Background: an optimization exercise with open tools, aiming at small area, a short achievable clock period and few clock cycles per item. Do not read the settings as production practice. Only simulation tests tie the RTL to the original design; equivalence was not proved.

==> flow/design.v (outline; a module is shown in full before it is edited, if it fits) <==
// module sbc_div_step: 14 lines
// module sbc_min_upd: 26 lines
// module sbc_mul24: 1121 lines
// module swept_box_collision_response_unit: 329 lines
// module sbc_push: 18 lines
module swept_box_collision_response_unit (
    input  wire         clk,
    input  wire         rst_n,
    input  wire         psel,
    input  wire         penable,
    input  wire         pwrite,
    input  wire  [2:0]  paddr,
    input  wire  [31:0] pwdata,
    output logic [31:0] prdata,
    output logic        pready,
    input  wire         in_valid,
    output logic        in_ready,
    input  wire  signed [23:0] own_left,
    input  wire  signed [23:0] own_top,
    input  wire  [22:0] own_width,
    input  wire  [22:0] own_height,
    input  wire  signed [23:0] own_speed_x,
    input  wire  signed [23:0] own_speed_y,
    input  wire  signed [23:0] other_left,
    input  wire  signed [23:0] other_top,
    input  wire  [22:0] other_width,
    input  wire  [22:0] other_height,
    input  wire  signed [23:0] other_speed_x,
    input  wire  signed [23:0] other_speed_y,
    output logic        out_valid,
    input  wire         out_ready,
    output logic signed [23:0] new_left,
    output logic signed [23:0] new_top,
    output logic        overlapped,
    output logic [3:0]  contact_flags
);
  // ...
==> flow/run.sh <==
#!/bin/bash
# synth_recipe.tcl (not shown) runs the flow's synth.tcl, then flattens the netlist and writes it again
# the make line also repeats each setting of config.mk as NAME=value (left out here)
make -C /OpenROAD-flow-scripts/flow DESIGN_CONFIG=/design/flow/config.mk WORK_HOME=/design/flow/orfs CLKGATE_MAP_FILE= SYNTH_SCRIPT=/design/flow/synth_recipe.tcl finish
==> flow/config.mk <==
export PLATFORM = sky130hd
export DESIGN_NAME = swept_box_collision_response_unit
export DESIGN_NICKNAME = swept_box_collision_response_unit
export VERILOG_FILES = /design/flow/design.v
export SDC_FILE = /design/flow/constraint.sdc
export NUM_CORES = 4
export LEC_CHECK = 0
export CAP_MARGIN = 20
export CORE_MARGIN = 2
export CORE_UTILIZATION = 40
export SETUP_SLACK_MARGIN = 5
export SLEW_MARGIN = 20
==> flow/constraint.sdc <==
create_clock -name core_clock -period 10.0 [get_ports {clk}]
set_input_delay 2.0000 -clock core_clock [delete_from_list [all_inputs] [get_ports {clk}]]
set_output_delay 2.0000 -clock core_clock [all_outputs]
set_load 0.01 [all_outputs]
==> results.txt, run 1 <==
post-synthesis simple-gate area fraction around 9.7%; Worst setup SP type register; Synth area leader edfxtp_1; CTS tree done; Critical Path Sink m2_hy[21]; outcome complete, no violations; critical path required time 10.81 ns; commonest non-fill, non-tap cells in the layout 4803 x edfxtp_1, 2889 x inv_1, 1711 x ha_1; Fillers just over 60000; register area share after synthesis between 50% and 60%; CP cell instances ha_1 -> inv_1 -> fa_1 -> nor2b_1 -> o21a_1 -> o21ai_0 -> a2111oi_0 -> o211ai_1 -> a21bo_2 -> o21ai_0 -> a31o_2 -> a31oi_1 -> o21bai_1 -> a21oi_1 -> xnor2_1; setup TNS 0 ns; hold_ws about 0.38 ns; Synth Cell Area 271500 sq um; Post-CTS Setup Repair Bufs 27; reg-to-reg startpoint m1_cy[1]; Data buffer area share 2.351%; Mapped Avg Cell Area approximately 12 sq um; die span in x just over 800 um; Root Buffer Master clkbuf_16; initial antenna violation count 23; Synth Flop Type edfxtp_1; Critical path buffers and inverters 1; dominant kind of cell registers; most common cell after layout, fill and taps aside edfxtp_1; Final Non-Filler Cells 32770; DP HPWL between 400000 and 500000 um; CP top delay family compound AO/OA/AOI/OAI gates; setup ws final a little under 5 ns; dpl cells 31660; Synth async-reset ratio 1.100%; Final Hold Fails 0; slowest cell delay on critical path 1.08 ns; Rows about 300; First DRT Iteration DRCs around 10000; synth top area cells edfxtp_1 53%, fa_1 7.9%, ha_1 7.9%; # diodes 19; max cap viols 0; Place WS between 2 and 3 ns
Testbench counts, summed over its fixed seeds: cycles 9,832, items 9,600.
==> run 2: changes to the inputs <==
--- a/flow/config.mk
+++ b/flow/config.mk
@@ -9,3 +9,3 @@
 export CORE_MARGIN = 2
-export CORE_UTILIZATION = 40
+export CORE_UTILIZATION = 60
 export SETUP_SLACK_MARGIN = 5
==> results.txt, run 2 <==
Worst slew margin 19.45% (was 13.65%); most common cell in the netlist edfxtp_1 (unchanged); Skew-Pair Late Insertion Delay 1.03 ns (was 1.06 ns); clk_skew 0.04742 ns (was 0.05602 ns); gr usage total 24.11% (was 16.38%); Slowest cell on crit path fa_2 (was a2111oi_0); Unique masters post-synth 93 (unchanged); slew at the pin with the worst max-slew slack 1.196 ns (was 1.263 ns); slowest cell delay on critical path 0.59 ns (was 1.08 ns); reg-to-reg startpoint dt24[12] (was m1_cy[1]); CP cell instances buf_12 -> buf_16 -> and2_1 -> fa_1 -> inv_2 -> fa_2 -> inv_1 -> fa_1 -> inv_2 -> fa_2 -> fa_2 -> fa_2 -> inv_2 -> fa_1 (was ha_1 -> inv_1 -> fa_1 -> nor2b_1 -> o21a_1 -> o21ai_0 -> a2111oi_0 -> o211ai_1 -> a21bo_2 -> o21ai_0 -> a31o_2 -> a31oi_1 -> o21bai_1 -> a21oi_1 -> xnor2_1); Pins Over Slew Limit 0 (unchanged); CP top delay family adder cells (was compound AO/OA/AOI/OAI gates); pin count of the biggest net entering global routing 203 (was 190); Synth Flop Type edfxtp_1 (unchanged); share of the synthesized area in the top cell type 53.13% (unchanged); Rows 247 (was 302); share of cells above drive strength 1 6.993% (was 6.964%); Critical Path Sink m1_cx[26] (was m2_hy[21]); crit path DAT 5.68 ns (was 5.93 ns); fmax 0.2026 GHz (was 0.1954 GHz); initial antenna violation count 17 (was 23); # IOs 414 (unchanged); Placer Congestion 0.9000 (was 0.8762); FF-to-FF setup slack 5.06 ns (was 4.88 ns); synth cell count leaders 4803 x edfxtp_1, 2890 x inv_1, 1712 x ha_1 (unchanged); Final period util 49.36% (was 51.19%); most common cell after layout, fill and taps aside edfxtp_1 (unchanged); Synth area leader edfxtp_1 (unchanged); CORE AREA 451500 sq um (was 676400 sq um); drt first pass iters 6 (unchanged); setup TNS 0 ns (unchanged); register area share after synthesis 54.02% (unchanged); critical path required time 10.75 ns (was 10.81 ns); Synth Cell Area 271500 sq um (unchanged); global-route wire length before repair 884800 um (was 905700 um); Post-DRT Antenna Nets 0 (unchanged); outcome complete, no violations (unchanged); minimum clock period 4.936 ns (was 5.119 ns); First DRT Iteration DRCs 11120 (was 10470); Synth async-reset ratio 1.100% (unchanged); vias in the first global route 167700 (was 168000); die span in x 676.7 um (was 827.8 um); CP Max Fanout 17 (was 3); EDFF count, synth 4803 (unchanged); clock sink total 4910 (unchanged); CP startpoint dt24[12] (was m1_cy[1]); RSZ-0062 raised after global routing yes (unchanged); Starting Density 60.13% (was 40.14%); hold_ws 0.3773 ns (was 0.3803 ns); Area growth, synth to finish 11.40% (was 13.02%); YS warnings 42 (unchanged); die outline height 676.7 um (was 827.8 um); Critical path buffers and inverters 6 (was 1); R2R Path End m1_cx[26] (was m2_hy[21]); crit end category register (unchanged); Layout Nets 26450 (was 26460); stages on the worst setup path 14 (was 15); Root Buffer Master clkbuf_16 (unchanged); max cap viols 0 (unchanged); DRT Wirelength 558700 um (was 577100 um); Final Hold Fails 0 (unchanged); H-tree depth 6 (unchanged); total CTS buffers 533 (was 551); Hold Crit Class register to register (unchanged); number of hold buffers added after cts 0 (unchanged); DRC errors left 0 (unchanged); CP dominant cell by count fa_2 (was o21ai_0); clock transition at the registers of the reported paths 0.07 ns (was 0.06 ns); Die ar. 457900 sq um (was 685300 sq um); Final Setup Violations 0 (unchanged); total gr overflow 0 (unchanged); DP HPWL 397000 um (was 413500 um); vias per cell 5.598 (was 5.055); Worst setup SP type register (unchanged); Max Buffers Root-to-Sink 4 (unchanged); # port buffers 394 (unchanged); Worst Setup Path Type register to register (unchanged); CTS tree done (unchanged); commonest non-fill, non-tap cells in the layout 4803 x edfxtp_1, 2882 x inv_1, 1710 x ha_1 (was 4803 x edfxtp_1, 2889 x inv_1, 1711 x ha_1); Cells after Synth 22620 (unchanged); Worst R2R Path Depth 14 (was 15); synth top area cells edfxtp_1 53%, fa_1 7.9%, ha_1 7.9% (unchanged); register bit total from synthesis 4910 (unchanged); wire per inst 18.77 um (was 17.61 um); Mapped Avg Cell Area 12.00 sq um (unchanged); total number of vias 166700 (was 165600)
-- run 2: layout make-up --
class                      instances  area (sq um)
antenna                           30         75.07
clock buffer                     658         14070
clock inverter                   302          3174
fill                           33460        149100
inverter                        2893         10890
multi-input combinational      14300        112800
sequential                      4910        146600
tap                             5976          7477
timing repair buffer             707          7348
-- run 2: stage by stage --
step	utilization (%)	instances	area [sq um]	worst slack, ns
2_1_floorplan	-	22630	271600	-3.582
3_3_place_gp	62.68	28680	283000	3.260
3_5_place_dp	62.68	28680	283000	3.298
4_1_cts	66.72	29690	301300	4.810
5_1_grt	66.97	29750	302400	4.942
6_report	66.98	29770	302400	5.064
-- run 2: worst register-to-register path: stages, from the launching register on --
cell      delay [ns]
edfxtp_1        0.43
buf_12          0.17
buf_16          0.16
and2_1          0.21
fa_1            0.52
inv_2           0.05
fa_2            0.55
inv_1           0.05
fa_1            0.51
inv_2           0.05
fa_2            0.45
fa_2            0.39
fa_2            0.59
inv_2           0.04
fa_1            0.50
-- run 2: cells by family (layout without fill, tap and decap cells) --
logic type	after synthesis	count (layout)	share of synthesized area (%)
compound gates	4503	4503	10.32
xor+xnor	1192	1192	3.846
fa+ha+maj	2788	2788	15.82
buf+inv	3426	4560	4.759
flops	4910	4910	54.02
mux	385	385	1.565
other cells	2	39	0.002766
simple gates	5417	5418	9.671
-- run 2: layer usage --
layer  global-route usage (%)  share of wire [%]
met1                    29.89                 41
met2                    42.64                 50
met3                    3.379                5.1
met4                    9.742                4.6
met5                        0             0.0048
-- run 2: repair_timing --
| item | in CTS | in global routing |
|---|---|---|
| cloned | 7 | 14 |
| setup buffers | 40 | 41 |
| pin swaps | 10 | 42 |
| endpoints found under the setup margin | 239 | 187 |
| gates resized for setup | 132 | 123 |
-- run 2: worst min-delay path by stage --
stage | from | endpoint | slack [ns] | cells after the start
after floorplan | fl[9][0] | fl[10][0] | 0.40 | 0
after global placement | ol[15][5] | ol[16][5] | 0.40 | 0
after detailed placement | fl[16][0] | fl[17][0] | 0.40 | 0
after CTS | ol[0][20] | ol[1][20] | 0.38 | 0
after global routing | fl[20][2] | fl[21][2] | 0.40 | 0
final | ol[0][20] | ol[1][20] | 0.38 | 0

## re-timing with driven ports
Ports are ideal in the flow. The routed layouts listed here were re-timed in OpenROAD. Step 1, drivers: a clkbuf_16 drives clk and a buf_2 each remaining input, both assumed. Step 2 also shifts input and output timing later by t, the mid clock arrival at the registers, as if the neighbouring blocks saw the same clock. Slacks: ideal ports / drivers / drivers and shift; pairs: ideal ports / drivers.
run	t (ns)	setup slack, ns	hold slack, ns	latest minus earliest clock arrival (ns)	worst register clock-pin slew, ns
run 1	1.155	4.881 / 4.881 / 4.082	0.380 / 0.380 / 0.380	0.065 / 0.064	0.07 / 0.07
run 2	1.128	5.064 / 5.064 / 4.118	0.377 / 0.377 / 0.377	0.054 / 0.054	0.07 / 0.07
After both steps every run listed still meets setup and hold. The setup slack of run 2, which loses most, moves by 0.000 ns with the drivers and by -0.946 ns with both steps.
